Background: an optimization exercise with open tools, aiming at small area. Do not read the settings as production practice. RTL that was checked went through simulation tests only; none was proved equivalent to the original. Power is estimated from default activity; no workload was simulated.

Setup of xenon:
// cpi_top
module cpi_top #(
    parameter int unsigned FIFO_DEPTH = 8
) (
    input  logic                   s_cam_clk_dft,
    input  logic                   rstn_i,
    input  logic                   cfg_enable_i,
    input  logic                   cfg_vsync_pol_i,
    input  logic                   cfg_drop_en_i,
    input  logic [5:0]             cfg_drop_val_i,
    input  logic                   cfg_slice_en_i,
    input  logic [2:0]             cfg_format_i,
    input  logic [3:0]             cfg_shift_i,
    input  logic [15:0]            cfg_row_len_i,
    input  logic [15:0]            cfg_llx_i,
    input  logic [15:0]            cfg_lly_i,
    input  logic [15:0]            cfg_urx_i,
    input  logic [15:0]            cfg_ury_i,
    input  logic [7:0]             cfg_coeff_r_i,
    input  logic [7:0]             cfg_coeff_g_i,
    input  logic [7:0]             cfg_coeff_b_i,
    input  logic [7:0]             cam_data_i,
    input  logic                   cam_hsync_i,
    input  logic                   cam_vsync_i,
    output logic [31:0]            out_data_o,
    output logic                   out_valid_o,
    input  logic                   out_ready_i,
    output logic                   overflow_o,
    output logic                   frame_evt_o
);
Size in the first run: roughly 170 I/O pins, roughly 12000 sq um of cells after synthesis.
export LEC_CHECK = 0
export CAP_MARGIN = 0
export CORE_MARGIN = 2
export CORE_UTILIZATION = 60
export SLEW_MARGIN = 0
create_clock -name core_clock -period 10.0 [get_ports {s_cam_clk_dft}]
standard.sh (not shown) runs the stock make flow with config.mk's settings and CLKGATE_MAP_FILE= SYNTH_SCRIPT=/design/flow/synth_recipe.tcl, a recipe that flattens the netlist after the stock synthesis.
==> flow/flow/run.sh <==
#!/bin/bash
# The standard layout (the standard.sh, with its standard synthesis) with
# a few placement and CTS choices changed through ORFS variables:
#  - port buffers use the smallest buffer cell (buf_1) instead of
#    clkdlybuf4s50_1; every port still gets its own buffer,
#  - CTS clusters at most 10 sinks within 45 um per clkbuf_4 and inserts no
#    dummy loads,
#  - the single tie cell from synthesis is kept instead of one per tied port.
# The full make output goes to standard.log; ORFS keeps each step's log under
# orfs/logs/.
set -euo pipefail
export BUFFER_PORTS_ARGS="-buffer_cell sky130_fd_sc_hd__buf_1"
export CTS_ARGS="-sink_clustering_enable -repair_clock_nets -dont_use_dummy_load -sink_clustering_size 10 -sink_clustering_max_diameter 45 -buf_list sky130_fd_sc_hd__clkbuf_4"
export SKIP_REPAIR_TIE_FANOUT=1
bash standard.sh > standard.log 2>&1
xenon closes out successfully: all stages finished, all timing, DRC and antenna checks passed.
Input changes introduced in sierra (baseline for comparison: xenon):
==> flow/flow/run.sh <==
#!/bin/bash
# The standard layout (the standard.sh, with its standard synthesis) with
# a few placement and CTS choices changed through ORFS variables:
#  - port buffers use the smallest buffer cell (buf_1) instead of
#    clkdlybuf4s50_1; every port still gets its own buffer,
#  - CTS clusters at most 10 sinks within 60 um per clkbuf_4 and inserts no
#    dummy loads,
#  - the single tie cell from synthesis is kept instead of one per tied port.
# The full make output goes to standard.log; ORFS keeps each step's log under
# orfs/logs/.
set -euo pipefail
export BUFFER_PORTS_ARGS="-buffer_cell sky130_fd_sc_hd__buf_1"
export CTS_ARGS="-sink_clustering_enable -repair_clock_nets -dont_use_dummy_load -sink_clustering_size 10 -sink_clustering_max_diameter 60 -buf_list sky130_fd_sc_hd__clkbuf_4"
export SKIP_REPAIR_TIE_FANOUT=1
bash standard.sh > standard.log 2>&1
==> results.txt <==
- On power, sierra and xenon are basically level.
- Via count on sierra is ahead of xenon.
- Core utilization across sierra and xenon: no real change.
- Compared to xenon, sierra has power share of the clock group 0.2 points lower.
- Going from xenon to sierra, count of maximum capacitance violations stayed essentially flat; synthesized cell count stayed essentially flat; number of global-route vias before repair fell by 0.50%.
Function was not checked in any run of this note: the RTL went through the layout flow alone.


== alpha ==
cpi_top, a different RTL version from the one above (not shown whole).
Size: about 210 flip-flops, ~0.012 mm2 of cells after synthesis.
export LEC_CHECK = 0
export CAP_MARGIN = 0
export CORE_MARGIN = 2
export CORE_UTILIZATION = 60
export SLEW_MARGIN = 0
create_clock -name core_clock -period 10.0 [get_ports {s_cam_clk_dft}]
==> flow/flow/run.sh <==
#!/bin/bash
# The standard layout (the standard.sh, standard synthesis included) with
# three placement/CTS choices changed through ORFS variables:
#  - port buffers use the smallest buffer cell instead of clkdlybuf4s50_1,
#  - CTS builds larger sink clusters with clkbuf_8 and inserts no dummy loads,
#  - the single tie cell from synthesis is kept instead of one per tied port.
set -euo pipefail
export BUFFER_PORTS_ARGS="-buffer_cell sky130_fd_sc_hd__buf_1"
export CTS_ARGS="-sink_clustering_enable -repair_clock_nets -dont_use_dummy_load -sink_clustering_size 16 -sink_clustering_max_diameter 80 -buf_list sky130_fd_sc_hd__clkbuf_8"
export SKIP_REPAIR_TIE_FANOUT=1
bash standard.sh > standard.log 2>&1
[inputs] beta vs alpha
==> flow/flow/run.sh <==
#!/bin/bash
# The standard layout (the standard.sh, standard synthesis included) with
# three placement/CTS choices changed through ORFS variables:
#  - port buffers use the smallest buffer cell instead of clkdlybuf4s50_1,
#  - CTS builds larger sink clusters with clkbuf_4 and inserts no dummy loads,
#  - the single tie cell from synthesis is kept instead of one per tied port.
set -euo pipefail
export BUFFER_PORTS_ARGS="-buffer_cell sky130_fd_sc_hd__buf_1"
export CTS_ARGS="-sink_clustering_enable -repair_clock_nets -dont_use_dummy_load -sink_clustering_size 10 -sink_clustering_max_diameter 60 -buf_list sky130_fd_sc_hd__clkbuf_4"
export SKIP_REPAIR_TIE_FANOUT=1
bash standard.sh > standard.log 2>&1
Notes after the runs:
- Status: global-route usage parity (alpha, beta)
- Looking at alpha and beta, the wire length of the first global-routing pass is a wash.
- beta did not stop at any stage, and its layout met the timing, design-rule and antenna checks.
- There was hardly any difference in area of all placed cells without fillers between beta and alpha.
Input changes introduced in gamma (baseline for comparison: beta):
- CORE_UTILIZATION now 40, was 60
==> flow/flow/run.sh <==
#!/bin/bash
# The standard layout (the standard.sh, standard synthesis included) with
# three placement/CTS choices changed through ORFS variables:
#  - port buffers use the smallest buffer cell instead of clkdlybuf4s50_1,
#  - CTS builds larger sink clusters with clkbuf_16 and inserts no dummy loads,
#  - the single tie cell from synthesis is kept instead of one per tied port.
set -euo pipefail
export BUFFER_PORTS_ARGS="-buffer_cell sky130_fd_sc_hd__buf_1"
export CTS_ARGS="-sink_clustering_enable -repair_clock_nets -dont_use_dummy_load -sink_clustering_size 30 -sink_clustering_max_diameter 150 -buf_list sky130_fd_sc_hd__clkbuf_16"
export SKIP_REPAIR_TIE_FANOUT=1
bash standard.sh > standard.log 2>&1
==> results.txt <==
- The power consumed by sequential cells on gamma is in line with that on beta.
- Core utilization: gamma lower than beta
- Compared with beta, gamma has less setup slack.
- In the metrics for gamma and beta, the one carrying the lower routed wire length is beta.
- Initial antenna violation count in gamma vs beta: up 1
- Transition time of the tightest slew-check pin, gamma and beta, higher one = beta.
- gamma vs beta on share of the final layout cell area in sequential cells: gamma is the lower one.
- Relative to beta, register clock-pin slew on the reported worst setup and hold paths increased by 20 ps in gamma.
[inputs] delta vs gamma
diff --git a/flow/flow/run.sh b/flow/flow/run.sh
--- a/flow/flow/run.sh
+++ b/flow/flow/run.sh
@@ -7,5 +7,5 @@
 set -euo pipefail
 export BUFFER_PORTS_ARGS="-buffer_cell sky130_fd_sc_hd__buf_1"
-export CTS_ARGS="-sink_clustering_enable -repair_clock_nets -dont_use_dummy_load -sink_clustering_size 30 -sink_clustering_max_diameter 150 -buf_list sky130_fd_sc_hd__clkbuf_16"
+export CTS_ARGS="-sink_clustering_enable -repair_clock_nets -dont_use_dummy_load -sink_clustering_size 25 -sink_clustering_max_diameter 100 -buf_list sky130_fd_sc_hd__clkbuf_16"
 export SKIP_REPAIR_TIE_FANOUT=1
 bash standard.sh > standard.log 2>&1
Notes after the runs:
- delta: full flow OK, the timing, design-rule and antenna checks passed
- As far as post-synthesis instance area goes, gamma and delta are indistinguishable; the numbers are identical.
- Worst setup margin, delta and gamma, lower one = delta.
- Clock latency at the later pin of the worst-skew pair: delta vs gamma, no meaningful difference
- Of delta and gamma, the run reporting the lower clock buffer count was gamma.
- Looking at delta and gamma, the global-route usage over all layers is a wash.
- Final wirelength essentially unchanged between delta and gamma.
- [delta] slew of the pin with the lowest slew margin rose 9.5 ps relative to gamma
- Power density over cell area ends up lower on gamma.
- | portion of total power attributed to combinational logic | delta vs gamma | 0.3 points lower |
- In the flow results for delta and gamma, the total power is smaller on gamma.
- | detailed-route via count | delta vs gamma | worse |
## Diff of input files: epsilon against delta
- CTS_BUF_LIST now sky130_fd_sc_hd__clkbuf_16, previously not set
- CTS_CLUSTER_DIAMETER now 150, previously not set
- CTS_CLUSTER_SIZE now 30, previously not set
==> flow/run.sh (new file) <==
#!/bin/bash
# synth_recipe.tcl (not shown) runs the flow's synth.tcl, then flattens the netlist and writes it again
# the make line also repeats each setting of config.mk as NAME=value (left out here)
make -C /OpenROAD-flow-scripts/flow DESIGN_CONFIG=/design/flow/config.mk WORK_HOME=/design/flow/orfs CLKGATE_MAP_FILE= SYNTH_SCRIPT=/design/flow/synth_recipe.tcl finish
removed: flow/flow/run.sh
removed: flow/standard.sh
Notes after the runs:
- Adder-cell share of the synthesized area: delta vs epsilon identical
- Compared with delta, epsilon shows overall routed net length that has gone up by a few percent.
- NOTE: final critical-path required period in epsilon exceeds that of delta
- The number of global-route vias before repair in epsilon sits 435 above the value recorded for delta.
- Between epsilon and delta, the count of pins over their slew limit figures differ only marginally.
- Slew of the pin with the lowest slew margin was higher in epsilon than in delta.

re-timing with driven ports:
In the flow no input, the clock included, has a driving cell. The finished layouts below were timed again as built, in two steps.
Step 1 sets driving cells, clkbuf_16 on the clock port and buf_2 on the other inputs (assumed; they add their load-dependent delay and slew).
Step 2, shift: input delay + t, output delay - t, t = (earliest + latest rising clock arrival at the registers) / 2. This alone moves slack from input paths to output paths.
Three values: ideal ports, drivers, drivers and shift; two values: the first two.
run | t, ns | setup slack, ns | worst setup path at the end
xenon | 0.660 | 1.591 / 1.566 / 0.905 | input to register
sierra | 0.675 | 1.633 / 1.609 / 0.933 | input to register
alpha | 0.540 | 1.418 / 1.436 / 0.896 | input to register
beta | 0.682 | 1.532 / 1.550 / 0.868 | input to register
gamma | 0.490 | 1.458 / 1.471 / 0.981 | input to register
delta | 0.506 | 1.443 / 1.457 / 0.951 | input to register
epsilon | 0.512 | 1.026 / 1.055 / 0.543 | input to register
After both steps every run listed still meets setup and hold. The setup slack of sierra, which loses most, moves by -0.024 ns with the drivers and by -0.700 ns with both steps.
